Context: an optimization exercise on an open-source flow, tuned for small area and a short achievable clock period. The choices shown serve that exercise and are no tape-out recipe. Function was not checked in any run shown here: the RTL went through the layout flow alone.

### config.mk
export PLATFORM = sky130hd
export DESIGN_NAME = sdf_fft_top
export DESIGN_NICKNAME = sdf_fft_top
export VERILOG_FILES = /design/flow/design.v
export SDC_FILE = /design/flow/constraint.sdc
export NUM_CORES = 4
export LEC_CHECK = 0
export CAP_MARGIN = 20
export CORE_MARGIN = 2
export CORE_UTILIZATION = 40
export CTS_CLUSTER_DIAMETER = 150
export CTS_CLUSTER_SIZE = 25
export SLEW_MARGIN = 20
### constraint.sdc
create_clock -name core_clock -period 11.0 [get_ports {CLK}]
set_input_delay 2.2000 -clock core_clock [delete_from_list [all_inputs] [get_ports {CLK}]]
set_output_delay 2.2000 -clock core_clock [all_outputs]
set_load 0.01 [all_outputs]
### design.v
module sdf_delay_line
#(
	parameter int DEPTH = 8,	 
	parameter int W     = 26	 
)
(
	input  logic         CLK,
	input  logic         shift_i,	 
	input  logic [W-1:0] data_i,
	output logic [W-1:0] data_o	 
);
	logic [DEPTH*W-1:0] sr;	 
	always_ff @(posedge CLK)
	begin
		if (shift_i)
		begin
			if (DEPTH > 1)
				sr <= {sr[(DEPTH-1)*W-1:0], data_i};	 
			else
				sr <= data_i;
		end
	end
	assign data_o = sr[DEPTH*W-1 -: W];
endmodule
module sdf_add
#(
	parameter int W = 13
)
(
	input  logic [W-1:0] a_i,
	input  logic [W-1:0] b_i,
	input  logic         c_i,
	output logic [W-1:0] s_o
);
	localparam int N = W + 1;	 
	localparam int L = $clog2(N);	 
	logic [W-1:0]     p;
	logic [(L+1)*N-1:0] gg;	 
	logic [(L+1)*N-1:0] gp;	 
	assign p = a_i ^ b_i;
	assign gg[N-1:0] = {a_i & b_i, c_i};
	assign gp[N-1:0] = {p, 1'b0};
	for (genvar l = 0; l < L; l++)
	begin : g_lvl
		for (genvar i = 0; i < N; i++)
		begin : g_pos
			if ((i >> l) & 1)
			begin : g_op
				localparam int J = ((i >> l) << l) - 1;	 
				assign gg[(l+1)*N+i] = gg[l*N+i] | (gp[l*N+i] & gg[l*N+J]);
				assign gp[(l+1)*N+i] = gp[l*N+i] & gp[l*N+J];
			end
			else
			begin : g_pass
				assign gg[(l+1)*N+i] = gg[l*N+i];
				assign gp[(l+1)*N+i] = gp[l*N+i];
			end
		end
	end
	assign s_o = p ^ gg[L*N +: W];
endmodule
module sdf_bf_stage
#(
	parameter int DEPTH       = 8,	 
	parameter bit ROT_MINUS_J = 1'b0,	 
	parameter int IW          = 12,	 
	parameter int OW          = 13	 
)
(
	input  logic            CLK,
	input  logic            RST,
	input  logic            valid_i,
	input  logic [2*IW-1:0] data_i,
	output logic            valid_o,
	output logic [2*OW-1:0] data_o
);
	localparam int CW = $clog2(2 * DEPTH);	 
	logic [CW-1:0]        cnt;
	logic                 second_half;
	logic                 rot;
	logic signed [IW-1:0] in_re;
	logic signed [IW-1:0] in_im;
	logic signed [OW-1:0] b_re;
	logic signed [OW-1:0] b_im;
	logic signed [OW-1:0] a_re;
	logic signed [OW-1:0] a_im;
	logic [OW-1:0]        bg_re;	 
	logic [OW-1:0]        bg_im;
	logic [OW-1:0]        x_re;	 
	logic [OW-1:0]        x_im;
	logic [OW-1:0]        res_re;
	logic [OW-1:0]        res_im;
	logic [OW-1:0]        dif_re;
	logic [OW-1:0]        dif_im;
	logic [OW-1:0]        fb_re;
	logic [OW-1:0]        fb_im;
	logic [2*OW-1:0]      buf_q;
	assign in_re = data_i[2*IW-1:IW];	 
	assign in_im = data_i[IW-1:0];
	assign b_re  = in_re;	 
	assign b_im  = in_im;
	assign a_re  = buf_q[2*OW-1:OW];	 
	assign a_im  = buf_q[OW-1:0];
	logic [3:0] sh_q;	 
	logic [1:0] rot_q;	 
	logic       sh_flip;
	logic       rot_flip;
	if (CW > 1)
	begin : g_flip
		assign sh_flip  = (cnt[CW-2:0] == '1);	 
	end
	else
	begin : g_flip1
		assign sh_flip  = 1'b1;
	end
	if (ROT_MINUS_J && CW > 2)
	begin : g_rot
		assign rot_flip = !cnt[CW-1] && (cnt[CW-3:0] == '1);	 
	end
	else if (ROT_MINUS_J && CW == 2)
	begin : g_rot2
		assign rot_flip = !cnt[1];
	end
	else
	begin : g_norot
		assign rot_flip = 1'b0;
	end
	always_ff @(posedge CLK or posedge RST)
	begin
		if (RST)
		begin
			sh_q  <= '0;
			rot_q <= '0;
		end
		else if (valid_i)
		begin
			if (sh_flip)
				sh_q <= ~sh_q;
			if (rot_flip)
				rot_q <= ~rot_q;
		end
	end
	assign second_half = sh_q[0];
	assign rot         = rot_q[0];
	assign bg_re = sh_q[0] ? b_re : '0;
	assign bg_im = sh_q[1] ? b_im : '0;
	assign x_re  = rot_q[0] ? a_im : a_re;
	assign x_im  = rot_q[1] ? ~a_re : a_im;
	sdf_add #(.W (OW)) u_res_re (.a_i (x_re), .b_i (bg_re), .c_i (1'b0), .s_o (res_re));
	sdf_add #(.W (OW)) u_res_im (.a_i (x_im), .b_i (bg_im), .c_i (rot_q[1]), .s_o (res_im));
	sdf_add #(.W (OW)) u_dif_re (.a_i (a_re), .b_i (~b_re), .c_i (1'b1), .s_o (dif_re));
	sdf_add #(.W (OW)) u_dif_im (.a_i (a_im), .b_i (~b_im), .c_i (1'b1), .s_o (dif_im));
	assign fb_re = sh_q[2] ? dif_re : b_re;
	assign fb_im = sh_q[3] ? dif_im : b_im;
	sdf_delay_line #(
		.DEPTH (DEPTH),
		.W     (2 * OW)
	) u_delay_line (
		.CLK     (CLK),
		.shift_i (valid_i),	 
		.data_i  ({fb_re, fb_im}),
		.data_o  (buf_q)
	);
	always_ff @(posedge CLK or posedge RST)
	begin
		if (RST)
		begin
			cnt     <= '0;
			valid_o <= 1'b0;
		end
		else
		begin
			valid_o <= valid_i;
			if (valid_i)
				cnt <= cnt + 1'b1;	 
		end
	end
	always_ff @(posedge CLK)
		data_o <= {res_re, res_im};
endmodule
module sdf_twiddle_mul
(
	input  logic        CLK,
	input  logic        RST,
	input  logic        pre_valid_i,	 
	input  logic        valid_i,
	input  logic [27:0] data_i,	 
	output logic        valid_o,
	output logic [27:0] data_o
);
	localparam logic [3:0] LAG = 4'd12;
	logic [3:0]         cnt;	 
	logic [3:0]         pos;
	logic [4:0]  sr_d, si_d, sr_q, si_q;
	logic        ck_d, ch_d, ct_d;	 
	logic [1:0]  en_a_q, en_b_q, en_c_q, ck_q, ch_q;	 
	always_comb
	begin
		sr_d = '0;
		si_d = '0;
		si_d[4:3] = 2'd1;
		ck_d = 1'b0;
		ch_d = 1'b0;
		case (pos)
			4'd6:	 
			begin
				sr_d[4:3] = 2'd1;
				si_d[4:3] = 2'd0; si_d[2] = 1'b1;
			end
			4'd5, 4'd10:	 
			begin
				ch_d = 1'b1;
				sr_d[4:3] = 2'd2;
				si_d[4:3] = 2'd3;
			end
			4'd7, 4'd14:	 
			begin
				ch_d = 1'b1;
				sr_d[4:3] = 2'd3;
				si_d[4:3] = 2'd2; si_d[2] = 1'b1;
			end
			4'd9:	 
			begin
				ck_d = 1'b1;
				sr_d[4:3] = 2'd0; sr_d[1] = 1'b1;
				si_d[4:3] = 2'd1; si_d[1] = 1'b0; si_d[0] = 1'b1;
			end
			4'd11, 4'd13:	 
			begin
				ck_d = 1'b1;
				sr_d[4:3] = 2'd1; sr_d[1] = 1'b0;
				si_d[4:3] = 2'd0; si_d[2] = 1'b1; si_d[1] = 1'b1;
			end
			4'd15:	 
			begin
				ck_d = 1'b1;
				sr_d[4:3] = 2'd0; sr_d[2] = 1'b1; sr_d[1] = 1'b1; sr_d[0] = 1'b1;
				si_d[4:3] = 2'd1; si_d[2] = 1'b1; si_d[1] = 1'b0;
			end
			default: ;	 
		endcase
	end
	assign ct_d = !ck_d && !ch_d;
	assign pos  = cnt - LAG;
	always_ff @(posedge CLK or posedge RST)
	begin
		if (RST)
			cnt <= '0;
		else if (pre_valid_i)
			cnt <= cnt + 1'b1;	 
	end
	always_ff @(posedge CLK)
	begin
		sr_q      <= sr_d;
		si_q      <= si_d;
		en_a_q[0] <= pre_valid_i && (ck_d || ct_d);
		en_a_q[1] <= !pre_valid_i || ck_d || ct_d;
		en_b_q[0] <= pre_valid_i && (ck_d || ch_d);
		en_b_q[1] <= !pre_valid_i || ck_d || ch_d;
		en_c_q[0] <= pre_valid_i && ck_d;
		en_c_q[1] <= !pre_valid_i || ck_d;
		ck_q[0]   <= pre_valid_i && ck_d;
		ck_q[1]   <= !pre_valid_i || ck_d;
		ch_q[0]   <= pre_valid_i && ch_d;
		ch_q[1]   <= !pre_valid_i || ch_d;
	end
	logic signed [13:0] d_re;
	logic signed [13:0] d_im;
	logic signed [14:0] e_re;
	logic signed [14:0] e_im;
	logic [14:0]        s_add;	 
	logic [14:0]        s_sub;	 
	assign d_re = data_i[27:14];
	assign d_im = data_i[13:0];
	assign e_re = d_re;	 
	assign e_im = d_im;
	sdf_add #(.W (15)) u_add (.a_i (e_re), .b_i (e_im), .c_i (1'b0), .s_o (s_add));
	sdf_add #(.W (15)) u_sub (.a_i (e_im), .b_i (~e_re), .c_i (1'b1), .s_o (s_sub));
	function automatic logic [14:0] pick_u(input logic [4:0] s, input logic [14:0] re, input logic [14:0] im,
		input logic [14:0] sa, input logic [14:0] ss);
		logic [14:0] x;
		case (s[4:3])
			2'd0:    x = re;
			2'd1:    x = im;
			2'd2:    x = sa;
			default: x = ss;
		endcase
		pick_u = s[2] ? ~x : x;
	endfunction
	function automatic logic [15:0] pick_v(input logic [4:0] s, input logic [14:0] re, input logic [14:0] im);
		logic [15:0] x;
		x = s[1] ? {im[14], im} : {re[14], re};
		pick_v = s[0] ? ~x : x;
	endfunction
	logic [14:0] u_re, u_im;
	logic [15:0] v_re, v_im;
	assign u_re = pick_u(sr_q, e_re, e_im, s_add, s_sub);
	assign u_im = pick_u(si_q, e_re, e_im, s_add, s_sub);
	assign v_re = pick_v(sr_q, e_re, e_im);
	assign v_im = pick_v(si_q, e_re, e_im);
	logic [14:0] uf_re, uf_im;
	logic [15:0] vm_re, vm_im;
	logic [1:0]  b_ea, b_eb, b_ec, b_k;
	logic [3:0]  b_case;	 
	logic [1:0]  b_nu, b_nv;
	always_ff @(posedge CLK)
	begin
		uf_re   <= {~u_re[14], u_re[13:0]};
		uf_im   <= {~u_im[14], u_im[13:0]};
		vm_re   <= ck_q[0] ? {~v_re[15], v_re[14:0]} : (ch_q[0] ? {~u_re[14], u_re[13:0], 1'b0} : 16'h8000);
		vm_im   <= ck_q[1] ? {~v_im[15], v_im[14:0]} : (ch_q[1] ? {~u_im[14], u_im[13:0], 1'b0} : 16'h8000);
		b_ea[0] <= valid_i && en_a_q[0];
		b_ea[1] <= !valid_i || en_a_q[1];
		b_eb[0] <= valid_i && en_b_q[0];
		b_eb[1] <= !valid_i || en_b_q[1];
		b_ec[0] <= valid_i && ck_q[0];
		b_ec[1] <= !valid_i || ck_q[1];
		b_k[0]  <= !(valid_i && !ck_q[0]);
		b_k[1]  <= valid_i && ck_q[1];
		b_case  <= {ck_q[0], ch_q[0], ck_q[1], ch_q[1]};
		b_nu    <= {sr_q[2], si_q[2]};
		b_nv    <= {sr_q[0], si_q[0]};
	end
	localparam int LC = 6;	 
	logic [27:0]    s_re, c_re, s_im, c_im;
	logic [LC:0]    lo_re, lo_im;
	logic [27:LC]   bs_re, bc_re, bs_im, bc_im;
	logic           bk_re, bk_im;
	logic [27-LC:0] p_re, p_im;
	sdf_tw_tree u_tree_re (
		.uf_i   (uf_re),
		.ea_i   (b_ea[0]),
		.eb_i   (b_eb[0]),
		.ec_i   (b_ec[0]),
		.vm_i   (vm_re),
		.k_i    (b_k[0]),
		.case_i (b_case[3:2]),
		.nu_i   (b_nu[1]),
		.nv_i   (b_nv[1]),
		.sum_o  (s_re),
		.cry_o  (c_re)
	);
	sdf_tw_tree u_tree_im (
		.uf_i   (uf_im),
		.ea_i   (b_ea[1]),
		.eb_i   (b_eb[1]),
		.ec_i   (b_ec[1]),
		.vm_i   (vm_im),
		.k_i    (b_k[1]),
		.case_i (b_case[1:0]),
		.nu_i   (b_nu[0]),
		.nv_i   (b_nv[0]),
		.sum_o  (s_im),
		.cry_o  (c_im)
	);
	assign lo_re = {1'b0, s_re[LC-1:0]} + {1'b0, c_re[LC-1:0]};
	assign lo_im = {1'b0, s_im[LC-1:0]} + {1'b0, c_im[LC-1:0]};
	always_ff @(posedge CLK)
	begin
		bs_re <= s_re[27:LC];
		bc_re <= c_re[27:LC];
		bk_re <= lo_re[LC];
		bs_im <= s_im[27:LC];
		bc_im <= c_im[27:LC];
		bk_im <= lo_im[LC];
	end
	sdf_add #(.W (28 - LC)) u_cpa_re (.a_i (bs_re), .b_i (bc_re), .c_i (bk_re), .s_o (p_re));
	sdf_add #(.W (28 - LC)) u_cpa_im (.a_i (bs_im), .b_i (bc_im), .c_i (bk_im), .s_o (p_im));
	always_ff @(posedge CLK)
		data_o <= {p_re[27-LC:14-LC], p_im[27-LC:14-LC]};
	logic va, vb;
	always_ff @(posedge CLK or posedge RST)
	begin
		if (RST)
		begin
			va      <= 1'b0;
			vb      <= 1'b0;
			valid_o <= 1'b0;
		end
		else
		begin
			va      <= valid_i;
			vb      <= va;
			valid_o <= vb;
		end
	end
endmodule
module sdf_tw_tree
(
	input  logic [14:0] uf_i,	 
	input  logic        ea_i,	 
	input  logic        eb_i,	 
	input  logic        ec_i,	 
	input  logic [15:0] vm_i,	 
	input  logic        k_i,	 
	input  logic [1:0]  case_i,	 
	input  logic        nu_i,	 
	input  logic        nv_i,	 
	output logic [27:0] sum_o,
	output logic [27:0] cry_o
);
	logic [27:0] ra, rb0, rb6, rb10, rc5, rc8, rv7, rv11, rv12, rv1;
	logic [14:0] ua_i, ub_i, ucn_i;	 
	logic [15:0] vd;	 
	logic [27:0] cst;	 
	assign ua_i  = ea_i ? uf_i : 15'h4000;	 
	assign ub_i  = eb_i ? uf_i : 15'h4000;
	assign ucn_i = ec_i ? ~uf_i : 15'h3fff;
	assign vd    = k_i ? ~vm_i : 16'h7fff;
	assign ra   = 28'(ua_i) << 14;
	assign rb0  = 28'(ub_i);
	assign rb6  = 28'(ub_i) << 6;
	assign rb10 = 28'(~ub_i) << 10;
	assign rc5  = 28'(ucn_i) << 5;
	assign rc8  = 28'(ucn_i) << 8;
	assign rv7  = 28'(vm_i) << 7;
	assign rv11 = 28'(vm_i) << 11;
	assign rv12 = 28'(vm_i) << 12;
	assign rv1  = 28'(vd) << 1;
	always_comb
	begin
		case ({case_i, nu_i, nv_i})
			4'b0000: cst = 28'h266e522;
			4'b0010: cst = 28'h2672522;
			4'b0100: cst = 28'h266e522;
			4'b0110: cst = 28'h2671263;
			4'b1000: cst = 28'h266e522;
			4'b1001: cst = 28'h266fda0;
			4'b1010: cst = 28'h2672043;
			4'b1011: cst = 28'h26738c1;
			default: cst = 28'h266e522;
		endcase
	end
	logic fc10, fc102, fc104, fc106, fc108, fc110, fc112, fc114, fc116, fc118, fc120, fc122, fc124, fc126, fc128, fc130, fc132, fc134, fc136, fc138, fc14, fc140, fc142, fc144, fc146, fc148, fc150, fc152, fc154, fc156, fc158, fc160, fc162, fc164, fc166, fc172, fc174, fc176, fc178, fc18, fc180, fc182, fc184, fc186, fc188, fc190, fc192, fc194, fc196, fc198, fc200, fc202, fc204, fc206, fc208, fc210, fc212, fc222, fc224, fc226, fc228, fc230, fc232, fc234, fc236, fc238, fc24, fc240, fc242, fc244, fc246, fc248, fc250, fc252, fc254, fc256, fc258, fc26, fc260, fc262, fc264, fc266, fc30, fc32, fc36, fc38, fc4, fc40, fc42, fc44, fc46, fc48, fc50, fc52, fc54, fc56, fc58, fc6, fc60, fc62, fc64, fc66, fc68, fc70, fc72, fc74, fc76, fc78, fc80, fc82, fc84, fc86, fc88, fc92, fc98, fs101, fs103, fs105, fs107, fs109, fs111, fs113, fs115, fs117, fs119, fs121, fs123, fs125, fs127, fs129, fs13, fs131, fs133, fs135, fs137, fs139, fs141, fs143, fs145, fs147, fs149, fs151, fs153, fs155, fs157, fs159, fs161, fs163, fs165, fs17, fs171, fs173, fs175, fs177, fs179, fs181, fs183, fs185, fs187, fs189, fs191, fs193, fs195, fs197, fs199, fs201, fs203, fs205, fs207, fs209, fs211, fs221, fs223, fs225, fs227, fs229, fs23, fs231, fs233, fs235, fs237, fs239, fs241, fs243, fs245, fs247, fs249, fs25, fs251, fs253, fs255, fs257, fs259, fs261, fs263, fs265, fs29, fs3, fs31, fs35, fs37, fs39, fs41, fs43, fs45, fs47, fs49, fs5, fs51, fs53, fs55, fs57, fs59, fs61, fs63, fs65, fs67, fs69, fs71, fs73, fs75, fs77, fs79, fs81, fs83, fs85, fs87, fs9, fs91, fs97, hc100, hc12, hc16, hc168, hc170, hc2, hc20, hc214, hc216, hc218, hc22, hc220, hc28, hc34, hc8, hc90, hc94, hc96, hs1, hs11, hs15, hs167, hs169, hs19, hs21, hs213, hs215, hs217, hs219, hs27, hs33, hs7, hs89, hs93, hs95, hs99;
	assign hs1 = cst[12] ^ rb0[12];
	assign hc2 = cst[12] & rb0[12];
	assign fs3 = cst[13] ^ rb0[13] ^ rb6[13];
	assign fc4 = (cst[13] & rb0[13]) | (cst[13] & rb6[13]) | (rb0[13] & rb6[13]);
	assign fs5 = cst[14] ^ ra[14] ^ rb0[14];
	assign fc6 = (cst[14] & ra[14]) | (cst[14] & rb0[14]) | (ra[14] & rb0[14]);
	assign hs7 = rb6[14] ^ rb10[14];
	assign hc8 = rb6[14] & rb10[14];
	assign fs9 = cst[15] ^ ra[15] ^ rb6[15];
	assign fc10 = (cst[15] & ra[15]) | (cst[15] & rb6[15]) | (ra[15] & rb6[15]);
	assign hs11 = rb10[15] ^ rc5[15];
	assign hc12 = rb10[15] & rc5[15];
	assign fs13 = cst[16] ^ ra[16] ^ rb6[16];
	assign fc14 = (cst[16] & ra[16]) | (cst[16] & rb6[16]) | (ra[16] & rb6[16]);
	assign hs15 = rb10[16] ^ rc5[16];
	assign hc16 = rb10[16] & rc5[16];
	assign fs17 = ~(ra[17] ^ rb6[17]);
	assign fc18 = ra[17] | rb6[17];
	assign hs19 = ~ra[18];
	assign hc20 = ra[18];
	assign hs21 = cst[8] ^ rb0[8];
	assign hc22 = cst[8] & rb0[8];
	assign fs23 = cst[9] ^ rb0[9] ^ rb6[9];
	assign fc24 = (cst[9] & rb0[9]) | (cst[9] & rb6[9]) | (rb0[9] & rb6[9]);
	assign fs25 = cst[10] ^ rb0[10] ^ rb6[10];
	assign fc26 = (cst[10] & rb0[10]) | (cst[10] & rb6[10]) | (rb0[10] & rb6[10]);
	assign hs27 = rb10[10] ^ rc5[10];
	assign hc28 = rb10[10] & rc5[10];
	assign fs29 = cst[11] ^ rb0[11] ^ rb6[11];
	assign fc30 = (cst[11] & rb0[11]) | (cst[11] & rb6[11]) | (rb0[11] & rb6[11]);
	assign fs31 = rb10[11] ^ rc5[11] ^ rc8[11];
	assign fc32 = (rb10[11] & rc5[11]) | (rb10[11] & rc8[11]) | (rc5[11] & rc8[11]);
	assign hs33 = rv7[11] ^ rv11[11];
	assign hc34 = rv7[11] & rv11[11];
	assign fs35 = rb6[12] ^ rb10[12] ^ rc5[12];
	assign fc36 = (rb6[12] & rb10[12]) | (rb6[12] & rc5[12]) | (rb10[12] & rc5[12]);
	assign fs37 = rc8[12] ^ rv7[12] ^ rv11[12];
	assign fc38 = (rc8[12] & rv7[12]) | (rc8[12] & rv11[12]) | (rv7[12] & rv11[12]);
	assign fs39 = rv12[12] ^ rv1[12] ^ hs1;
	assign fc40 = (rv12[12] & rv1[12]) | (rv12[12] & hs1) | (rv1[12] & hs1);
	assign fs41 = rb10[13] ^ rc5[13] ^ rc8[13];
	assign fc42 = (rb10[13] & rc5[13]) | (rb10[13] & rc8[13]) | (rc5[13] & rc8[13]);
	assign fs43 = rv7[13] ^ rv11[13] ^ rv12[13];
	assign fc44 = (rv7[13] & rv11[13]) | (rv7[13] & rv12[13]) | (rv11[13] & rv12[13]);
	assign fs45 = rv1[13] ^ fs3 ^ hc2;
	assign fc46 = (rv1[13] & fs3) | (rv1[13] & hc2) | (fs3 & hc2);
	assign fs47 = rc5[14] ^ rc8[14] ^ rv7[14];
	assign fc48 = (rc5[14] & rc8[14]) | (rc5[14] & rv7[14]) | (rc8[14] & rv7[14]);
	assign fs49 = rv11[14] ^ rv12[14] ^ rv1[14];
	assign fc50 = (rv11[14] & rv12[14]) | (rv11[14] & rv1[14]) | (rv12[14] & rv1[14]);
	assign fs51 = fs5 ^ hs7 ^ fc4;
	assign fc52 = (fs5 & hs7) | (fs5 & fc4) | (hs7 & fc4);
	assign fs53 = rc8[15] ^ rv7[15] ^ rv11[15];
	assign fc54 = (rc8[15] & rv7[15]) | (rc8[15] & rv11[15]) | (rv7[15] & rv11[15]);
	assign fs55 = rv12[15] ^ rv1[15] ^ fs9;
	assign fc56 = (rv12[15] & rv1[15]) | (rv12[15] & fs9) | (rv1[15] & fs9);
	assign fs57 = hs11 ^ fc6 ^ hc8;
	assign fc58 = (hs11 & fc6) | (hs11 & hc8) | (fc6 & hc8);
	assign fs59 = rc8[16] ^ rv7[16] ^ rv11[16];
	assign fc60 = (rc8[16] & rv7[16]) | (rc8[16] & rv11[16]) | (rv7[16] & rv11[16]);
	assign fs61 = rv12[16] ^ rv1[16] ^ fs13;
	assign fc62 = (rv12[16] & rv1[16]) | (rv12[16] & fs13) | (rv1[16] & fs13);
	assign fs63 = hs15 ^ fc10 ^ hc12;
	assign fc64 = (hs15 & fc10) | (hs15 & hc12) | (fc10 & hc12);
	assign fs65 = rb10[17] ^ rc5[17] ^ rc8[17];
	assign fc66 = (rb10[17] & rc5[17]) | (rb10[17] & rc8[17]) | (rc5[17] & rc8[17]);
	assign fs67 = rv7[17] ^ rv11[17] ^ rv12[17];
	assign fc68 = (rv7[17] & rv11[17]) | (rv7[17] & rv12[17]) | (rv11[17] & rv12[17]);
	assign fs69 = fs17 ^ fc14 ^ hc16;
	assign fc70 = (fs17 & fc14) | (fs17 & hc16) | (fc14 & hc16);
	assign fs71 = rb6[18] ^ rb10[18] ^ rc5[18];
	assign fc72 = (rb6[18] & rb10[18]) | (rb6[18] & rc5[18]) | (rb10[18] & rc5[18]);
	assign fs73 = rc8[18] ^ rv7[18] ^ rv11[18];
	assign fc74 = (rc8[18] & rv7[18]) | (rc8[18] & rv11[18]) | (rv7[18] & rv11[18]);
	assign fs75 = rv12[18] ^ hs19 ^ fc18;
	assign fc76 = (rv12[18] & hs19) | (rv12[18] & fc18) | (hs19 & fc18);
	assign fs77 = ra[19] ^ rb6[19] ^ rb10[19];
	assign fc78 = (ra[19] & rb6[19]) | (ra[19] & rb10[19]) | (rb6[19] & rb10[19]);
	assign fs79 = rc5[19] ^ rc8[19] ^ rv7[19];
	assign fc80 = (rc5[19] & rc8[19]) | (rc5[19] & rv7[19]) | (rc8[19] & rv7[19]);
	assign fs81 = rv11[19] ^ rv12[19] ^ hc20;
	assign fc82 = (rv11[19] & rv12[19]) | (rv11[19] & hc20) | (rv12[19] & hc20);
	assign fs83 = ra[20] ^ rb6[20] ^ rb10[20];
	assign fc84 = (ra[20] & rb6[20]) | (ra[20] & rb10[20]) | (rb6[20] & rb10[20]);
	assign fs85 = rc8[20] ^ rv7[20] ^ rv11[20];
	assign fc86 = (rc8[20] & rv7[20]) | (rc8[20] & rv11[20]) | (rv7[20] & rv11[20]);
	assign fs87 = ~(ra[21] ^ rb10[21]);
	assign fc88 = ra[21] | rb10[21];
	assign hs89 = rc8[21] ^ rv7[21];
	assign hc90 = rc8[21] & rv7[21];
	assign fs91 = ~(ra[22] ^ rb10[22]);
	assign fc92 = ra[22] | rb10[22];
	assign hs93 = rc8[22] ^ rv7[22];
	assign hc94 = rc8[22] & rv7[22];
	assign hs95 = cst[6] ^ rb0[6];
	assign hc96 = cst[6] & rb0[6];
	assign fs97 = cst[7] ^ rb0[7] ^ rb6[7];
	assign fc98 = (cst[7] & rb0[7]) | (cst[7] & rb6[7]) | (rb0[7] & rb6[7]);
	assign hs99 = rc5[7] ^ rv7[7];
	assign hc100 = rc5[7] & rv7[7];
	assign fs101 = rb6[8] ^ rc5[8] ^ rc8[8];
	assign fc102 = (rb6[8] & rc5[8]) | (rb6[8] & rc8[8]) | (rc5[8] & rc8[8]);
	assign fs103 = rv7[8] ^ rv1[8] ^ hs21;
	assign fc104 = (rv7[8] & rv1[8]) | (rv7[8] & hs21) | (rv1[8] & hs21);
	assign fs105 = rc5[9] ^ rc8[9] ^ rv7[9];
	assign fc106 = (rc5[9] & rc8[9]) | (rc5[9] & rv7[9]) | (rc8[9] & rv7[9]);
	assign fs107 = rv1[9] ^ fs23 ^ hc22;
	assign fc108 = (rv1[9] & fs23) | (rv1[9] & hc22) | (fs23 & hc22);
	assign fs109 = rc8[10] ^ rv7[10] ^ rv1[10];
	assign fc110 = (rc8[10] & rv7[10]) | (rc8[10] & rv1[10]) | (rv7[10] & rv1[10]);
	assign fs111 = fs25 ^ hs27 ^ fc24;
	assign fc112 = (fs25 & hs27) | (fs25 & fc24) | (hs27 & fc24);
	assign fs113 = rv1[11] ^ fs29 ^ fs31;
	assign fc114 = (rv1[11] & fs29) | (rv1[11] & fs31) | (fs29 & fs31);
	assign fs115 = hs33 ^ fc26 ^ hc28;
	assign fc116 = (hs33 & fc26) | (hs33 & hc28) | (fc26 & hc28);
	assign fs117 = fs35 ^ fs37 ^ fs39;
	assign fc118 = (fs35 & fs37) | (fs35 & fs39) | (fs37 & fs39);
	assign fs119 = fc30 ^ fc32 ^ hc34;
	assign fc120 = (fc30 & fc32) | (fc30 & hc34) | (fc32 & hc34);
	assign fs121 = fs41 ^ fs43 ^ fs45;
	assign fc122 = (fs41 & fs43) | (fs41 & fs45) | (fs43 & fs45);
	assign fs123 = fc36 ^ fc38 ^ fc40;
	assign fc124 = (fc36 & fc38) | (fc36 & fc40) | (fc38 & fc40);
	assign fs125 = fs47 ^ fs49 ^ fs51;
	assign fc126 = (fs47 & fs49) | (fs47 & fs51) | (fs49 & fs51);
	assign fs127 = fc42 ^ fc44 ^ fc46;
	assign fc128 = (fc42 & fc44) | (fc42 & fc46) | (fc44 & fc46);
	assign fs129 = fs53 ^ fs55 ^ fs57;
	assign fc130 = (fs53 & fs55) | (fs53 & fs57) | (fs55 & fs57);
	assign fs131 = fc48 ^ fc50 ^ fc52;
	assign fc132 = (fc48 & fc50) | (fc48 & fc52) | (fc50 & fc52);
	assign fs133 = fs59 ^ fs61 ^ fs63;
	assign fc134 = (fs59 & fs61) | (fs59 & fs63) | (fs61 & fs63);
	assign fs135 = fc54 ^ fc56 ^ fc58;
	assign fc136 = (fc54 & fc56) | (fc54 & fc58) | (fc56 & fc58);
	assign fs137 = fs65 ^ fs67 ^ fs69;
	assign fc138 = (fs65 & fs67) | (fs65 & fs69) | (fs67 & fs69);
	assign fs139 = fc60 ^ fc62 ^ fc64;
	assign fc140 = (fc60 & fc62) | (fc60 & fc64) | (fc62 & fc64);
	assign fs141 = fs71 ^ fs73 ^ fs75;
	assign fc142 = (fs71 & fs73) | (fs71 & fs75) | (fs73 & fs75);
	assign fs143 = fc66 ^ fc68 ^ fc70;
	assign fc144 = (fc66 & fc68) | (fc66 & fc70) | (fc68 & fc70);
	assign fs145 = fs77 ^ fs79 ^ fs81;
	assign fc146 = (fs77 & fs79) | (fs77 & fs81) | (fs79 & fs81);
	assign fs147 = fc72 ^ fc74 ^ fc76;
	assign fc148 = (fc72 & fc74) | (fc72 & fc76) | (fc74 & fc76);
	assign fs149 = rv12[20] ^ fs83 ^ fs85;
	assign fc150 = (rv12[20] & fs83) | (rv12[20] & fs85) | (fs83 & fs85);
	assign fs151 = fc78 ^ fc80 ^ fc82;
	assign fc152 = (fc78 & fc80) | (fc78 & fc82) | (fc80 & fc82);
	assign fs153 = rv11[21] ^ rv12[21] ^ fs87;
	assign fc154 = (rv11[21] & rv12[21]) | (rv11[21] & fs87) | (rv12[21] & fs87);
	assign fs155 = hs89 ^ fc84 ^ fc86;
	assign fc156 = (hs89 & fc84) | (hs89 & fc86) | (fc84 & fc86);
	assign fs157 = rv11[22] ^ rv12[22] ^ fs91;
	assign fc158 = (rv11[22] & rv12[22]) | (rv11[22] & fs91) | (rv12[22] & fs91);
	assign fs159 = hs93 ^ fc88 ^ hc90;
	assign fc160 = (hs93 & fc88) | (hs93 & hc90) | (fc88 & hc90);
	assign fs161 = ra[23] ^ rb10[23] ^ rv11[23];
	assign fc162 = (ra[23] & rb10[23]) | (ra[23] & rv11[23]) | (rb10[23] & rv11[23]);
	assign fs163 = rv12[23] ^ fc92 ^ hc94;
	assign fc164 = (rv12[23] & fc92) | (rv12[23] & hc94) | (fc92 & hc94);
	assign fs165 = ra[24] ^ rb10[24] ^ rv11[24];
	assign fc166 = (ra[24] & rb10[24]) | (ra[24] & rv11[24]) | (rb10[24] & rv11[24]);
	assign hs167 = ~ra[25];
	assign hc168 = ra[25];
	assign hs169 = cst[5] ^ rb0[5];
	assign hc170 = cst[5] & rb0[5];
	assign fs171 = rb6[6] ^ rc5[6] ^ rv1[6];
	assign fc172 = (rb6[6] & rc5[6]) | (rb6[6] & rv1[6]) | (rc5[6] & rv1[6]);
	assign fs173 = rv1[7] ^ fs97 ^ hs99;
	assign fc174 = (rv1[7] & fs97) | (rv1[7] & hs99) | (fs97 & hs99);
	assign fs175 = fs101 ^ fs103 ^ fc98;
	assign fc176 = (fs101 & fs103) | (fs101 & fc98) | (fs103 & fc98);
	assign fs177 = fs105 ^ fs107 ^ fc102;
	assign fc178 = (fs105 & fs107) | (fs105 & fc102) | (fs107 & fc102);
	assign fs179 = fs109 ^ fs111 ^ fc106;
	assign fc180 = (fs109 & fs111) | (fs109 & fc106) | (fs111 & fc106);
	assign fs181 = fs113 ^ fs115 ^ fc110;
	assign fc182 = (fs113 & fs115) | (fs113 & fc110) | (fs115 & fc110);
	assign fs183 = fs117 ^ fs119 ^ fc114;
	assign fc184 = (fs117 & fs119) | (fs117 & fc114) | (fs119 & fc114);
	assign fs185 = fs121 ^ fs123 ^ fc118;
	assign fc186 = (fs121 & fs123) | (fs121 & fc118) | (fs123 & fc118);
	assign fs187 = fs125 ^ fs127 ^ fc122;
	assign fc188 = (fs125 & fs127) | (fs125 & fc122) | (fs127 & fc122);
	assign fs189 = fs129 ^ fs131 ^ fc126;
	assign fc190 = (fs129 & fs131) | (fs129 & fc126) | (fs131 & fc126);
	assign fs191 = fs133 ^ fs135 ^ fc130;
	assign fc192 = (fs133 & fs135) | (fs133 & fc130) | (fs135 & fc130);
	assign fs193 = fs137 ^ fs139 ^ fc134;
	assign fc194 = (fs137 & fs139) | (fs137 & fc134) | (fs139 & fc134);
	assign fs195 = fs141 ^ fs143 ^ fc138;
	assign fc196 = (fs141 & fs143) | (fs141 & fc138) | (fs143 & fc138);
	assign fs197 = fs145 ^ fs147 ^ fc142;
	assign fc198 = (fs145 & fs147) | (fs145 & fc142) | (fs147 & fc142);
	assign fs199 = fs149 ^ fs151 ^ fc146;
	assign fc200 = (fs149 & fs151) | (fs149 & fc146) | (fs151 & fc146);
	assign fs201 = fs153 ^ fs155 ^ fc150;
	assign fc202 = (fs153 & fs155) | (fs153 & fc150) | (fs155 & fc150);
	assign fs203 = fs157 ^ fs159 ^ fc154;
	assign fc204 = (fs157 & fs159) | (fs157 & fc154) | (fs159 & fc154);
	assign fs205 = fs161 ^ fs163 ^ fc158;
	assign fc206 = (fs161 & fs163) | (fs161 & fc158) | (fs163 & fc158);
	assign fs207 = rv12[24] ^ fs165 ^ fc162;
	assign fc208 = (rv12[24] & fs165) | (rv12[24] & fc162) | (fs165 & fc162);
	assign fs209 = rv11[25] ^ rv12[25] ^ hs167;
	assign fc210 = (rv11[25] & rv12[25]) | (rv11[25] & hs167) | (rv12[25] & hs167);
	assign fs211 = ra[26] ^ rv11[26] ^ rv12[26];
	assign fc212 = (ra[26] & rv11[26]) | (ra[26] & rv12[26]) | (rv11[26] & rv12[26]);
	assign hs213 = cst[1] ^ rb0[1];
	assign hc214 = cst[1] & rb0[1];
	assign hs215 = rb0[2] ^ rv1[2];
	assign hc216 = rb0[2] & rv1[2];
	assign hs217 = rb0[3] ^ rv1[3];
	assign hc218 = rb0[3] & rv1[3];
	assign hs219 = rb0[4] ^ rv1[4];
	assign hc220 = rb0[4] & rv1[4];
	assign fs221 = rc5[5] ^ rv1[5] ^ hs169;
	assign fc222 = (rc5[5] & rv1[5]) | (rc5[5] & hs169) | (rv1[5] & hs169);
	assign fs223 = hs95 ^ fs171 ^ hc170;
	assign fc224 = (hs95 & fs171) | (hs95 & hc170) | (fs171 & hc170);
	assign fs225 = hc96 ^ fs173 ^ fc172;
	assign fc226 = (hc96 & fs173) | (hc96 & fc172) | (fs173 & fc172);
	assign fs227 = hc100 ^ fs175 ^ fc174;
	assign fc228 = (hc100 & fs175) | (hc100 & fc174) | (fs175 & fc174);
	assign fs229 = fc104 ^ fs177 ^ fc176;
	assign fc230 = (fc104 & fs177) | (fc104 & fc176) | (fs177 & fc176);
	assign fs231 = fc108 ^ fs179 ^ fc178;
	assign fc232 = (fc108 & fs179) | (fc108 & fc178) | (fs179 & fc178);
	assign fs233 = fc112 ^ fs181 ^ fc180;
	assign fc234 = (fc112 & fs181) | (fc112 & fc180) | (fs181 & fc180);
	assign fs235 = fc116 ^ fs183 ^ fc182;
	assign fc236 = (fc116 & fs183) | (fc116 & fc182) | (fs183 & fc182);
	assign fs237 = fc120 ^ fs185 ^ fc184;
	assign fc238 = (fc120 & fs185) | (fc120 & fc184) | (fs185 & fc184);
	assign fs239 = fc124 ^ fs187 ^ fc186;
	assign fc240 = (fc124 & fs187) | (fc124 & fc186) | (fs187 & fc186);
	assign fs241 = fc128 ^ fs189 ^ fc188;
	assign fc242 = (fc128 & fs189) | (fc128 & fc188) | (fs189 & fc188);
	assign fs243 = fc132 ^ fs191 ^ fc190;
	assign fc244 = (fc132 & fs191) | (fc132 & fc190) | (fs191 & fc190);
	assign fs245 = fc136 ^ fs193 ^ fc192;
	assign fc246 = (fc136 & fs193) | (fc136 & fc192) | (fs193 & fc192);
	assign fs247 = fc140 ^ fs195 ^ fc194;
	assign fc248 = (fc140 & fs195) | (fc140 & fc194) | (fs195 & fc194);
	assign fs249 = fc144 ^ fs197 ^ fc196;
	assign fc250 = (fc144 & fs197) | (fc144 & fc196) | (fs197 & fc196);
	assign fs251 = fc148 ^ fs199 ^ fc198;
	assign fc252 = (fc148 & fs199) | (fc148 & fc198) | (fs199 & fc198);
	assign fs253 = fc152 ^ fs201 ^ fc200;
	assign fc254 = (fc152 & fs201) | (fc152 & fc200) | (fs201 & fc200);
	assign fs255 = fc156 ^ fs203 ^ fc202;
	assign fc256 = (fc156 & fs203) | (fc156 & fc202) | (fs203 & fc202);
	assign fs257 = fc160 ^ fs205 ^ fc204;
	assign fc258 = (fc160 & fs205) | (fc160 & fc204) | (fs205 & fc204);
	assign fs259 = fc164 ^ fs207 ^ fc206;
	assign fc260 = (fc164 & fs207) | (fc164 & fc206) | (fs207 & fc206);
	assign fs261 = fc166 ^ fs209 ^ fc208;
	assign fc262 = (fc166 & fs209) | (fc166 & fc208) | (fs209 & fc208);
	assign fs263 = hc168 ^ fs211 ^ fc210;
	assign fc264 = (hc168 & fs211) | (hc168 & fc210) | (fs211 & fc210);
	assign fs265 = ra[27] ^ rv12[27] ^ fc212;
	assign fc266 = (ra[27] & rv12[27]) | (ra[27] & fc212) | (rv12[27] & fc212);
	assign sum_o = {fs265, fs263, fs261, fs259, fs257, fs255, fs253, fs251, fs249, fs247, fs245, fs243, fs241, fs239, fs237, fs235, fs233, fs231, fs229, fs227, fs225, fs223, fs221, hs219, hs217, hs215, rv1[1], cst[0]};
	assign cry_o = {fc264, fc262, fc260, fc258, fc256, fc254, fc252, fc250, fc248, fc246, fc244, fc242, fc240, fc238, fc236, fc234, fc232, fc230, fc228, fc226, fc224, fc222, hc220, hc218, hc216, hc214, hs213, rb0[0]};
endmodule
module sdf_fft_top
(
	input  logic        CLK,
	input  logic        RST,
	input  logic        valid_i,	 
	input  logic [23:0] data_i,	 
	output logic        valid_o,
	output logic        first_o,	 
	output logic [31:0] data_o	 
)
;
	localparam logic [3:0] LAG = 4'd15;
	logic        v0;
	logic        v1;
	logic        v2;
	logic        vt;
	logic        v3;
	logic [23:0] d0;
	logic [25:0] d1;
	logic [27:0] d2;
	logic [27:0] dt;
	logic [29:0] d3;
	logic [3:0]  out_cnt;
	logic [3:0]  out_pos;
	logic        primed;	 
	logic        at_bin0;
	always_ff @(posedge CLK or posedge RST)
	begin
		if (RST)
			v0 <= 1'b0;
		else
			v0 <= valid_i;
	end
	always_ff @(posedge CLK)
		d0 <= data_i;
	sdf_bf_stage #(
		.DEPTH       (8),
		.ROT_MINUS_J (1'b1),
		.IW          (12),
		.OW          (13)
	) u_stage1 (
		.CLK     (CLK),
		.RST     (RST),
		.valid_i (v0),
		.data_i  (d0),
		.valid_o (v1),
		.data_o  (d1)
	);
	sdf_bf_stage #(
		.DEPTH       (4),
		.ROT_MINUS_J (1'b0),
		.IW          (13),
		.OW          (14)
	) u_stage2 (
		.CLK     (CLK),
		.RST     (RST),
		.valid_i (v1),
		.data_i  (d1),
		.valid_o (v2),
		.data_o  (d2)
	);
	sdf_twiddle_mul u_twiddle (	 
		.CLK     (CLK),
		.RST         (RST),
		.pre_valid_i (v1),
		.valid_i     (v2),
		.data_i      (d2),
		.valid_o (vt),
		.data_o  (dt)
	);
	sdf_bf_stage #(
		.DEPTH       (2),
		.ROT_MINUS_J (1'b1),
		.IW          (14),
		.OW          (15)
	) u_stage3 (
		.CLK     (CLK),
		.RST     (RST),
		.valid_i (vt),
		.data_i  (dt),
		.valid_o (v3),
		.data_o  (d3)
	);
	sdf_bf_stage #(
		.DEPTH       (1),
		.ROT_MINUS_J (1'b0),
		.IW          (15),
		.OW          (16)
	) u_stage4 (
		.CLK     (CLK),
		.RST     (RST),
		.valid_i (v3),
		.data_i  (d3),
		.valid_o (),
		.data_o  (data_o)
	);
	assign out_pos = out_cnt - LAG;	 
	assign at_bin0 = (out_pos == '0);
	always_ff @(posedge CLK or posedge RST)
	begin
		if (RST)
		begin
			out_cnt <= '0;
			primed  <= 1'b0;
			valid_o <= 1'b0;
			first_o <= 1'b0;
		end
		else
		begin
			valid_o <= v3 && (primed || at_bin0);	 
			first_o <= v3 && at_bin0;
			if (v3)
			begin
				out_cnt <= out_cnt + 1'b1;
				if (at_bin0)
					primed <= 1'b1;	 
			end
		end
	end
endmodule
### flow/run.sh
#!/bin/bash
# Layout flow: the standard flow, with the port buffers made of buf_2
# cells instead of the resizer's default choice (a delay buffer).
# Timing repair aims for 7.5 ns of setup slack (a 3.5 ns cycle) instead of zero.
# Every step's full output goes to standard_flow.log in this folder.
set -euo pipefail
export BUFFER_PORTS_ARGS="-buffer_cell sky130_fd_sc_hd__buf_2"
export SETUP_SLACK_MARGIN=7.5
bash standard.sh > standard_flow.log 2>&1
### standard.sh
#!/bin/bash
# synth_recipe.tcl (not shown) runs the flow's synth.tcl, then flattens the netlist and writes it again
# the make line also repeats each setting of config.mk as NAME=value (left out here)
make -C /OpenROAD-flow-scripts/flow DESIGN_CONFIG=/design/flow/config.mk WORK_HOME=/design/flow/orfs CLKGATE_MAP_FILE= SYNTH_SCRIPT=/design/flow/synth_recipe.tcl "${@:-finish}"
==> qor.csv, run 1 <==
metric,value,unit
"Design Area, Final",0.0477,mm2
largest net degree at the start of global routing,82,
core area,0.111,mm2
Mean Syn Cell Area,11.4,um2
layout cell share with drive strength beyond 1,0.0573,
Syn Inst Count,3896,
largest cells by area after synthesis,"edfxtp_1, dfxtp_1, fa_1, ha_1, inv_1",
grt ovf,0,
first-pass GRT wire length,144,mm
worst setup path category,reg2reg,
fmax,297,MHz
clock buffer depth,3,
DRC viols,0,
Synth Area in Simple Gates,0.0926,
register area share after synthesis,0.466,
vias in the first global route,26700,
Post-DRT Antenna Nets,0,
post-synthesis mux area share,0.0284,
critical path peak fanout,8,
worst hold path depth,0,
Detailed Route WL,89.3,mm
Hold Crit Class,reg2reg,
crit end category,flip-flop,
clk root buf,clkbuf_16,
Fin Clk Skew,38.3,ps
CP peak stage delay,540,ps
placed inst area,0.0464,mm2
Worst Max-Slew Pin Slew,993,ps
most frequent cells in the layout,"inv_1, edfxtp_1, dfxtp_1, ha_1, fa_1",
Final HPWL DP,68.2,mm
clock sink count,817,
"commonest non-fill, non-tap cell in the layout",inv_1,
worst-skew pair later-pin latency,640,ps
Port Buffer Count,60,
I/O pin total,61,
synth warn,11,
largest area contributor in the netlist,edfxtp_1,
vias per std cell,4.78,
Max-Cap Viols,0,
DR vias,26100,
full die area,0.114,mm2
Final setup viols,0,
ys async rst share,0.0563,
Die Y,337,um
Period minus WS final,3360,ps
CP startpoint kind,flip-flop,
crit path cell chain,and2_1 -> fa_1 -> inv_1 -> fa_1 -> inv_1 -> fa_1 -> inv_1 -> fa_1 -> inv_1 -> fa_1,
Final Wtd Congestion,0.901,
Most used DFF post-synth,edfxtp_1,
Synth Area in Compound Gates,0.0775,
drt first pass iters,7,
post-synthesis cell area,0.0445,mm2
Worst-path clk slew,100,ps
starting density of the core,0.403,
# rows,122,
length in cells of the worst reg-to-reg path,10,
Max Slew Vio Count,0,
share of the synthesized area in the top cell type,0.278,
combinational family with the most area after synthesis,adder cells,
drt wl/cell,16.4,um
DR iter-0 viols,1304,
"Distinct cells, synth",80,
number of enable flip-flop cells after synthesis,412,
H-Tree Level Count,2,
clock tree from TritonCTS,built,
initial antenna violation count,0,
post-synth net total,4546,
Yosys reg bits,817,
worst endpoint data arrival time,3880,ps
Final Hold Fails,0,
# diodes,0,
Synth Area in Adders,0.222,
Critical Path RT,11520,ps
fin crit share,0.306,
global-route total usage across every layer,0.160,
Setup TNS,0,ps
slowest CP cell,fa_1,
die extent in x,337,um
Slew Limit Headroom,0.338,
area delta synth->final,7.25,%
RSZ-0062 raised after global routing,false,
cell mode on critical path,fa_1,
CTS Buf Count,39,
Final #Nets,4578,
status,no timing/DRC/antenna violations,
Synth Area in XOR/XNOR,0.0565,
## area by class of cell
| cell class | count | area (um2) |
|---|---|---|
| repair buffers | 83 | 473 |
| fillers | 10500 | 62800 |
| clock inverters | 6 | 91.3 |
| multi-input cells | 2402 | 21300 |
| flip-flops and latches | 817 | 20700 |
| inverters | 585 | 2200 |
| clock buffers | 66 | 1080 |
| well taps | 1488 | 1860 |
## Yosys cell counts, types with 95 or more instances
master / instances
nand2_1: 275
a21oi_1: 147
dfxtp_1: 359
and2_1: 153
inv_1: 582
xor2_1: 95
ha_1: 345
o21ai_0: 145
xnor2_1: 189
edfxtp_1: 412
nor2_1: 177
fa_1: 278
## cell families after synthesis
| logic type | after synthesis |
|---|---|
| compound gates | 534 |
| xor+xnor | 285 |
| fa+ha+maj | 623 |
| buf+inv | 677 |
| flops | 817 |
| mux | 107 |
| simple gates | 853 |
## what timing repair did
| action | CTS | global route |
|---|---|---|
| setup buffers | 0 | 9 |
| endpoints found under the setup margin | 12 | 19 |
| resized for setup | 6 | 20 |
| cloned | 0 | 0 |
| pin swaps | 0 | 1 |
| hold buffers | 0 | 0 |
## registers in the layout, summed over array words and instances (netlist names), 24 cells and up
register                  cells
d0                           24
u_stage1.data_o              26
u_stage1.u_delay_line.sr    208
u_stage2.data_o              28
u_stage2.u_delay_line.sr    112
u_stage3.data_o              30
u_stage3.u_delay_line.sr     60
u_stage4.data_o              32
u_stage4.u_delay_line.sr     32
u_twiddle.data_o             28
## metrics by stage
stage	instances	util	hold slack (ps)	setup WS, ps
CTS	5438	0.431	364	7470
global route	5447	0.432	373	7500
floorplan	3896	-	331	7530
finish	5447	0.432	360	7640
global placement	5366	0.420	336	7260
detailed placement	5366	0.420	342	7220
## worst paths after layout
path | endpoint | from | slack [ps]
min | u_twiddle.vb$_DFF_PP0_ | u_twiddle.va$_DFF_PP0_ | 360
min in group asynchronous | u_stage3.valid_o$_DFF_PP0_ | RST | 1750
max | u_twiddle.bs_re[14]$_DFF_P_ | u_twiddle.b_ea[0]$_DFF_P_ | 7640
min reg2reg | u_twiddle.vb$_DFF_PP0_ | u_twiddle.va$_DFF_PP0_ | 360
max reg2reg | u_twiddle.bs_re[14]$_DFF_P_ | u_twiddle.b_ea[0]$_DFF_P_ | 7640
max in group asynchronous | v0$_DFF_PP0_ | RST | 8540
## metal layers
metal / part of all wire / GRT usage / vias to the layer above
met5: 0 / 0 / -
li1: - / - / 13000
met2: 0.50 / 0.282 / 324
met1: 0.45 / 0.208 / 12600
met3: 0.030 / 0.0184 / 93
met4: 0.021 / 0.0401 / 0
## worst max-delay path, delay by kind of cell (launching register included)
kind / cells / cell delay, ps
simple gates: 1 / 180
flops: 1 / 390
fa+ha+maj: 5 / 2470
buf+inv: 4 / 210
==> run 2: changes to the inputs <==
--- a/design.v
+++ b/design.v
@@ -34,21 +34,21 @@
 );
 	localparam int N = W + 1;	 
 	localparam int L = $clog2(N);	 
+	localparam int S = 2 * L;	 
 	logic [W-1:0]     p;
-	logic [(L+1)*N-1:0] gg;	 
-	logic [(L+1)*N-1:0] gp;	 
+	logic [S*N-1:0]   gg;	 
+	logic [S*N-1:0]   gp;	 
 	assign p = a_i ^ b_i;
 	assign gg[N-1:0] = {a_i & b_i, c_i};
 	assign gp[N-1:0] = {p, 1'b0};
 	for (genvar l = 0; l < L; l++)
-	begin : g_lvl
+	begin : g_up
 		for (genvar i = 0; i < N; i++)
 		begin : g_pos
-			if ((i >> l) & 1)
+			if (((i + 1) % (2 << l)) == 0)
 			begin : g_op
-				localparam int J = ((i >> l) << l) - 1;	 
-				assign gg[(l+1)*N+i] = gg[l*N+i] | (gp[l*N+i] & gg[l*N+J]);
-				assign gp[(l+1)*N+i] = gp[l*N+i] & gp[l*N+J];
+				assign gg[(l+1)*N+i] = gg[l*N+i] | (gp[l*N+i] & gg[l*N+i-(1<<l)]);
+				assign gp[(l+1)*N+i] = gp[l*N+i] & gp[l*N+i-(1<<l)];
 			end
 			else
 			begin : g_pass
@@ -57,7 +57,24 @@
 			end
 		end
 	end
-	assign s_o = p ^ gg[L*N +: W];
+	for (genvar d = 0; d < L - 1; d++)
+	begin : g_dn
+		localparam int LV = L - 2 - d;	 
+		for (genvar i = 0; i < N; i++)
+		begin : g_pos
+			if (i >= (2 << LV) && ((i + 1) % (2 << LV)) == (1 << LV))
+			begin : g_op
+				assign gg[(L+d+1)*N+i] = gg[(L+d)*N+i] | (gp[(L+d)*N+i] & gg[(L+d)*N+i-(1<<LV)]);
+				assign gp[(L+d+1)*N+i] = gp[(L+d)*N+i] & gp[(L+d)*N+i-(1<<LV)];
+			end
+			else
+			begin : g_pass
+				assign gg[(L+d+1)*N+i] = gg[(L+d)*N+i];
+				assign gp[(L+d+1)*N+i] = gp[(L+d)*N+i];
+			end
+		end
+	end
+	assign s_o = p ^ gg[(S-1)*N +: W];
 endmodule
 module sdf_bf_stage
 #(
==> flow/run.sh (replaced) <==
#!/bin/bash
# Layout flow: the standard flow, with the port buffers made of buf_2
# cells instead of the resizer's default choice (a delay buffer).
# Timing repair aims for 7.7 ns of setup slack (a 3.3 ns cycle) instead of zero.
# Every step's full output goes to standard_flow.log in this folder.
set -euo pipefail
export BUFFER_PORTS_ARGS="-buffer_cell sky130_fd_sc_hd__buf_2"
export SETUP_SLACK_MARGIN=7.7
bash standard.sh > standard_flow.log 2>&1
--- a/config.mk
+++ b/config.mk
@@ -7,7 +7,8 @@
 export LEC_CHECK = 0
 export CAP_MARGIN = 20
 export CORE_MARGIN = 2
-export CORE_UTILIZATION = 40
+export CORE_UTILIZATION = 60
 export CTS_CLUSTER_DIAMETER = 150
 export CTS_CLUSTER_SIZE = 25
+export PLACE_DENSITY = 0.7
 export SLEW_MARGIN = 20
==> run 2 against run 1 <==
  * Flip-flop and latch count unchanged
  * Still clean
  * Hold slack improved by 0.86 ps
  * Count of clock-buffer cells in the layout down 1
  * Final cell count decreased by 12%
  * Synthesized cell count decreased by 4.4%
  * Largest cell class unchanged
  * Maximum frequency increased by 1.6%
  * Clock skew decreased by 8.5 ps
  * Critical path type is now reg2out
==> qor.csv, run 2 <==
metric,value,unit,change
status,no timing/DRC/antenna violations,,
Fin Clk Skew,29.8,ps,-8.47 ps
Post-DRT Antenna Nets,0,,unchanged
hold endpoint,u_twiddle.vb$_DFF_PP0_,,
synth warn,11,,unchanged
Max Slew Vio Count,0,,unchanged
pre-CTS setup slack,7270,ps,+50.7 ps
clk root buf,clkbuf_16,,
die extent in x,276,um,-18%
full die area,0.0759,mm2,-33%
# diodes,0,,unchanged
vias in the first global route,25800,,-3.2%
slowest CP cell,dfrtp_1,,
most frequent cells in the layout,"inv_1, edfxtp_1, fa_1, ha_1, dfxtp_1",,
crit path buf inv count,1,,-3
global-route total usage across every layer,0.228,,+0.0678
Final setup viols,0,,unchanged
CTS Buf Count,38,,-2.6%
Port Buffer Count,60,,unchanged
starting density of the core,0.606,,+0.204
clock buffer depth,3,,unchanged
Yosys reg bits,817,,unchanged
Slew Limit Headroom,0.303,,-0.0355
worst setup path category,reg2out,,
Final HPWL DP,64.3,mm,-5.7%
"commonest non-fill, non-tap cell in the layout",inv_1,,
post-synth net total,4438,,-2.4%
"Core Util, Final",0.647,,+0.216
crit end category,output pin,,
DR vias,25000,,-4.2%
ys async rst share,0.0563,,unchanged
area delta synth->final,6.77,%,
# rows,99,,-19%
combinational family with the most area after synthesis,adder cells,,
Die Y,276,um,-18%
critical path depth,1,,-9
Hold Crit Start,u_twiddle.va$_DFF_PP0_,,
post-synthesis mux area share,0.0287,,+0.000333
Crit path max-delay family,flip-flops,,
largest area contributor in the netlist,edfxtp_1,,
Mean Syn Cell Area,11.9,um2,+4.0%
layout cell share with drive strength beyond 1,0.0798,,+0.0225
Final Hold Fails,0,,unchanged
"Distinct cells, synth",62,,-23%
max reg flops,208,,unchanged
register area,0.0208,mm2,+0.40%
Period minus WS final,3310,ps,-53.3 ps
length in cells of the worst reg-to-reg path,9,,-1
H-Tree Level Count,2,,unchanged
RR Startpoint,u_twiddle.b_eb[0]$_DFF_P_,,
RSZ-0062 raised after global routing,true,,
Critical Path RT,8800,ps,-2720 ps
Synth Area in Simple Gates,0.0728,,-0.0199
post-synthesis cell area,0.0442,mm2,-0.57%
Final Wtd Congestion,0.913,,+1.3%
largest cells by area after synthesis,"edfxtp_1, dfxtp_1, fa_1, ha_1, inv_1",,
share of the synthesized area in the top cell type,0.280,,+0.00160
Top Registers,"u_stage1.u_delay_line.sr: 208 flops, u_stage2.u_delay_line.sr: 112 flops, u_stage3.u_delay_line.sr: 60 flops",,
worst hold path depth,0,,unchanged
CP startpoint kind,flip-flop,,
Worst-path clk slew,100,ps,about the same
Max-Cap Viols,0,,unchanged
r2r setup slk,7740,ps,+100 ps
Multi-input gate area,0.0211,mm2,-0.65%
DRC viols,0,,unchanged
Syn Inst Count,3724,,-4.4%
Most used DFF post-synth,edfxtp_1,,
worst endpoint data arrival time,1110,ps,-2770 ps
drt first pass iters,5,,-2
placed inst area,0.0455,mm2,-2.0%
grt ovf,0,,unchanged
Synth Area in XOR/XNOR,0.0477,,-0.00881
worst r2r dst,u_twiddle.bs_re[14]$_DFF_P_,,
Synth Area in Compound Gates,0.0699,,-0.00764
Detailed Route WL,84.0,mm,-5.8%
core area,0.0730,mm2,-34%
most frequent cell after synthesis,inv_1,,
Hold Crit Class,reg2reg,,
Worst Max-Slew Pin Slew,1050,ps,+53.2 ps
clock sink count,817,,unchanged
drt wl/cell,17.6,um,+7.6%
Setup TNS,0,ps,unchanged
Final #Nets,4493,,-1.9%
I/O pin total,61,,unchanged
DR iter-0 viols,1215,,-6.8%
final setup margin,7690,ps,+53.3 ps
worst-skew pair later-pin latency,620,ps,-20 ps
largest net degree at the start of global routing,156,,+90%
Setup crit start,valid_o$_DFF_PP0_,,
"Hold-fix buffers, CTS",0,,unchanged
initial antenna violation count,0,,unchanged
register area share after synthesis,0.468,,+0.00269
crit path cell chain,buf_6,,
vias per std cell,5.24,,+9.5%
clock tree from TritonCTS,built,,
Biggest register,u_stage1.u_delay_line.sr,,
"Design Area, Final",0.0472,mm2,-1.0%
first-pass GRT wire length,135,mm,-6.5%
number of fill cells,5681,,-46%
number of enable flip-flop cells after synthesis,412,,unchanged
most instantiated cells after synthesis,"inv_1, edfxtp_1, dfxtp_1",,
Synth Area in Adders,0.254,,+0.0319
CP peak stage delay,390,ps,-150 ps
fin crit share,0.301,,-0.00484
critical path peak fanout,1,,-7
fmax,302,MHz,+1.6%
run 2: how the worst max path moves through the flow:
stage / endpoint / slack (ps)
floorplan: v0$_DFF_PP0_ / 7540
global placement: u_twiddle.bs_im[13]$_DFF_P_ / 7310
detailed placement: u_twiddle.bs_re[14]$_DFF_P_ / 7270
CTS: valid_o / 7650
global route: valid_o / 7630
finish: valid_o / 7690
run 2: metal layers:
metal / vias to the layer above / part of all wire / global-route usage
li1: 12300 / - / -
met5: - / 0 / 0
met4: 0 / 0.036 / 0.0805
met2: 356 / 0.52 / 0.414
met1: 12200 / 0.42 / 0.283
met3: 149 / 0.026 / 0.0211
run 2: logic make-up after synthesis:
family | count (synthesis)
buffers and inverters | 684
adder cells (fa/ha/maj) | 687
AO/OA/AOI/OAI | 503
AND/OR/NAND/NOR | 682
XOR/XNOR | 241
multiplexers | 110
flip-flops | 817
run 2: stage by stage:
step	hold WS, ps	instances
2_1_floorplan	331	3724
3_3_place_gp	335	4666
3_5_place_dp	338	4666
4_1_cts	363	4746
5_1_grt	369	4767
6_report	361	4767
run 2: cell type report:
| class | instances | area share |
|---|---|---|
| clock buffer | 65 | 0.0223 |
| clock inverter | 4 | 0.00143 |
| inverter | 599 | 0.0477 |
| multi-input combinational | 2223 | 0.447 |
| sequential | 817 | 0.441 |
| tap | 959 | 0.0254 |
| timing repair buffer | 100 | 0.0148 |
run 2: what timing repair did:
action                                  in CTS  in global routing
gates resized for setup                     35                104
setup buffers                               11                 21
pin swaps                                    7                 33
cloned                                       0                  0
endpoints found under the setup margin      56                 66
==> run 3: changes to the inputs <==
--- a/config.mk
+++ b/config.mk
@@ -7,8 +7,8 @@
 export LEC_CHECK = 0
 export CAP_MARGIN = 20
 export CORE_MARGIN = 2
-export CORE_UTILIZATION = 60
+export CORE_UTILIZATION = 70
 export CTS_CLUSTER_DIAMETER = 150
 export CTS_CLUSTER_SIZE = 25
-export PLACE_DENSITY = 0.7
+export PLACE_DENSITY = 0.8
 export SLEW_MARGIN = 20
==> run 3 against run 2 <==
  * Global-route usage is 5.7 points higher
  * Synthesized cell count stayed put
  * Clock skew is 2.0 ps lower
  * Hold slack worse by 3.5 ps
  * First-iteration DRC count is 38% higher
  * Wire length is 8.5% higher
  * Flip-flop and latch count stayed put
  * Setup slack better by 9.0 ps
  * Critical path depth stayed put
  * Critical path type unchanged
==> qor.csv, run 3 <==
metric,value,unit,change
largest net degree at the start of global routing,78,,-50%
RR Startpoint,u_twiddle.b_eb[1]$_DFF_P_,,
Hold Crit Class,reg2reg,,
layout cell share with drive strength beyond 1,0.0827,,+0.00287
die extent in x,255,um,-7.3%
CTS Buf Count,38,,unchanged
"Design Area, Final",0.0471,mm2,-0.22%
Detailed Route WL,91.2,mm,+8.5%
crit end category,output pin,,
H-Tree Level Count,2,,unchanged
Final #Nets,4507,,+0.31%
starting density of the core,0.705,,+0.0988
fin crit share,0.300,,-0.000817
Mean Syn Cell Area,11.9,um2,unchanged
worst endpoint data arrival time,1100,ps,about the same
DRC viols,0,,unchanged
Fin Clk Skew,27.8,ps,-2.04 ps
Biggest register,u_stage1.u_delay_line.sr,,
# diodes,0,,unchanged
grt ovf,0,,unchanged
post-synthesis cell area,0.0442,mm2,unchanged
Final HPWL DP,69.6,mm,+8.1%
Top Registers,"u_stage1.u_delay_line.sr: 208 flops, u_stage2.u_delay_line.sr: 112 flops, u_stage3.u_delay_line.sr: 60 flops",,
Final Hold Fails,0,,unchanged
Yosys reg bits,817,,unchanged
Hold Crit Start,u_twiddle.va$_DFF_PP0_,,
full die area,0.0652,mm2,-14%
crit path buf inv count,1,,unchanged
Slew Limit Headroom,0.270,,-0.0324
largest cells by area after synthesis,"edfxtp_1, dfxtp_1, fa_1, ha_1, inv_1",,
register area share after synthesis,0.468,,unchanged
clk root buf,clkbuf_16,,
core area,0.0627,mm2,-14%
most frequent cells in the layout,"inv_1, edfxtp_1, fa_1, ha_1, dfxtp_1",,
drt wl/cell,19.5,um,+11%
ys async rst share,0.0563,,unchanged
number of enable flip-flop cells after synthesis,412,,unchanged
global-route total usage across every layer,0.284,,+0.0567
Setup TNS,0,ps,unchanged
crit path cell chain,buf_2,,
worst-skew pair later-pin latency,620,ps,about the same
fmax,303,MHz,+0.27%
# rows,92,,-7.1%
Worst-path clk slew,100,ps,about the same
CP startpoint kind,flip-flop,,
RSZ-0062 raised after global routing,true,,
vias per std cell,5.61,,+7.1%
Most used DFF post-synth,edfxtp_1,,
status,no timing/DRC/antenna violations,,
clock buffer depth,3,,unchanged
Crit path max-delay family,flip-flops,,
Max-Cap Viols,0,,unchanged
Setup crit start,valid_o$_DFF_PP0_,,
worst setup path category,reg2out,,
first-pass GRT wire length,146,mm,+8.6%
Critical Path RT,8800,ps,about the same
area delta synth->final,6.54,%,
drt first pass iters,7,,+2
Die Y,255,um,-7.3%
"Hold-fix buffers, CTS",0,,unchanged
largest area contributor in the netlist,edfxtp_1,,
"Distinct cells, synth",62,,unchanged
DR vias,26200,,+4.8%
synth warn,11,,unchanged
Port Buffer Count,60,,unchanged
share of the synthesized area in the top cell type,0.280,,unchanged
slowest CP cell,dfrtp_1,,
placed inst area,0.0453,mm2,-0.32%
most instantiated cells after synthesis,"inv_1, edfxtp_1, dfxtp_1",,
DR iter-0 viols,1682,,+38%
critical path peak fanout,1,,unchanged
"commonest non-fill, non-tap cell in the layout",inv_1,,
post-synth net total,4438,,unchanged
Max Slew Vio Count,0,,unchanged
max reg flops,208,,unchanged
Period minus WS final,3300,ps,-8.99 ps
Syn Inst Count,3724,,unchanged
clock sink count,817,,unchanged
I/O pin total,61,,unchanged
Final setup viols,0,,unchanged
initial antenna violation count,0,,unchanged
clock tree from TritonCTS,built,,
CP peak stage delay,370,ps,-20 ps
Worst Max-Slew Pin Slew,1090,ps,+48.7 ps
vias in the first global route,28000,,+8.7%
number of fill cells,4012,,-29%
Post-DRT Antenna Nets,0,,unchanged
most frequent cell after synthesis,inv_1,,
Final Wtd Congestion,0.923,,+1.2%
[run 3: cell counts after synthesis]
No cell type changed its count.
[run 3: what timing repair did]
item / in CTS / in global routing
gates resized for setup: 49 / 78
pin swaps: 2 / 40
endpoints found under the setup margin: 66 / 128
setup buffers: 12 / 33
[run 3: area by class of cell]
class | count | area, um2 | share of cell area
inverter | 599 | 2250 | 0.0478
clock inverter | 3 | 45.0 | 0.000956
tap | 846 | 1060 | 0.0225
clock buffer | 65 | 1050 | 0.0223
sequential | 817 | 20800 | 0.441
multi-input combinational | 2223 | 21200 | 0.450
timing repair buffer | 114 | 717 | 0.0152
[run 3: metal layers]
metal | track usage | part of all wire | vias to the layer above | wire length [um]
met1 | 0.342 | 0.39 | 13000 | 35800
met5 | 0 | 0 | - | 0
met2 | 0.514 | 0.52 | 636 | 47600
met4 | 0.137 | 0.053 | 0 | 4860
li1 | - | - | 12300 | -
met3 | 0.0292 | 0.032 | 230 | 2920
[run 3: cells by family after synthesis]
kind of cell | synth area share
xor+xnor | 0.0477
flops | 0.468
compound gates | 0.0699
fa+ha+maj | 0.254
mux | 0.0287
buf+inv | 0.0586
simple gates | 0.0728
[run 3: through the flow]
step | hold WS, ps | utilization | instances | worst slack, ps
floorplan | 331 | - | 3724 | 7540
global placement | 332 | 0.723 | 4554 | 7280
detailed placement | 336 | 0.723 | 4554 | 7210
CTS | 358 | 0.743 | 4634 | 7660
global route | 369 | 0.751 | 4667 | 7610
finish | 357 | 0.751 | 4667 | 7700
[run 3: final timing paths]
kind	to	slack [ps]	depth (start not counted)
max	valid_o	7700	1
min	u_twiddle.vb$_DFF_PP0_	360	0
max reg2reg	u_twiddle.bs_im[15]$_DFF_P_	7740	10
min reg2reg	u_twiddle.vb$_DFF_PP0_	360	0
max in group asynchronous	u_stage1.rot_q[1]$_DFFE_PP0P_	8520	3
min in group asynchronous	u_stage4.sh_q[0]$_DFFE_PP0P_	1830	3

[afterwards: timing with drivers on the ports]
In the flow no input, the clock included, has a driving cell. The finished layouts below were timed again as built, in two steps. Step 1, drivers: a clkbuf_16 drives CLK and a buf_2 each remaining input, both assumed. Step 2, shift: input delay + t, output delay - t, t = (earliest + latest rising clock arrival at the registers) / 2. This alone moves slack from input paths to output paths. Three values: ideal ports, drivers, drivers and shift; two values: the first two.
run	t, ns	setup slack, ns	hold WS [ns]	slew at the worst register clock pin (ns)
run 1	0.688	7.638 / 7.581 / 7.638	0.360 / 0.360 / 0.360	0.11 / 0.11
run 2	0.672	7.691 / 7.627 / 7.738	0.361 / 0.361 / 0.361	0.11 / 0.11
run 3	0.667	7.700 / 7.635 / 7.738	0.357 / 0.357 / 0.357	0.12 / 0.12
After both steps setup and hold are still met in every run listed.
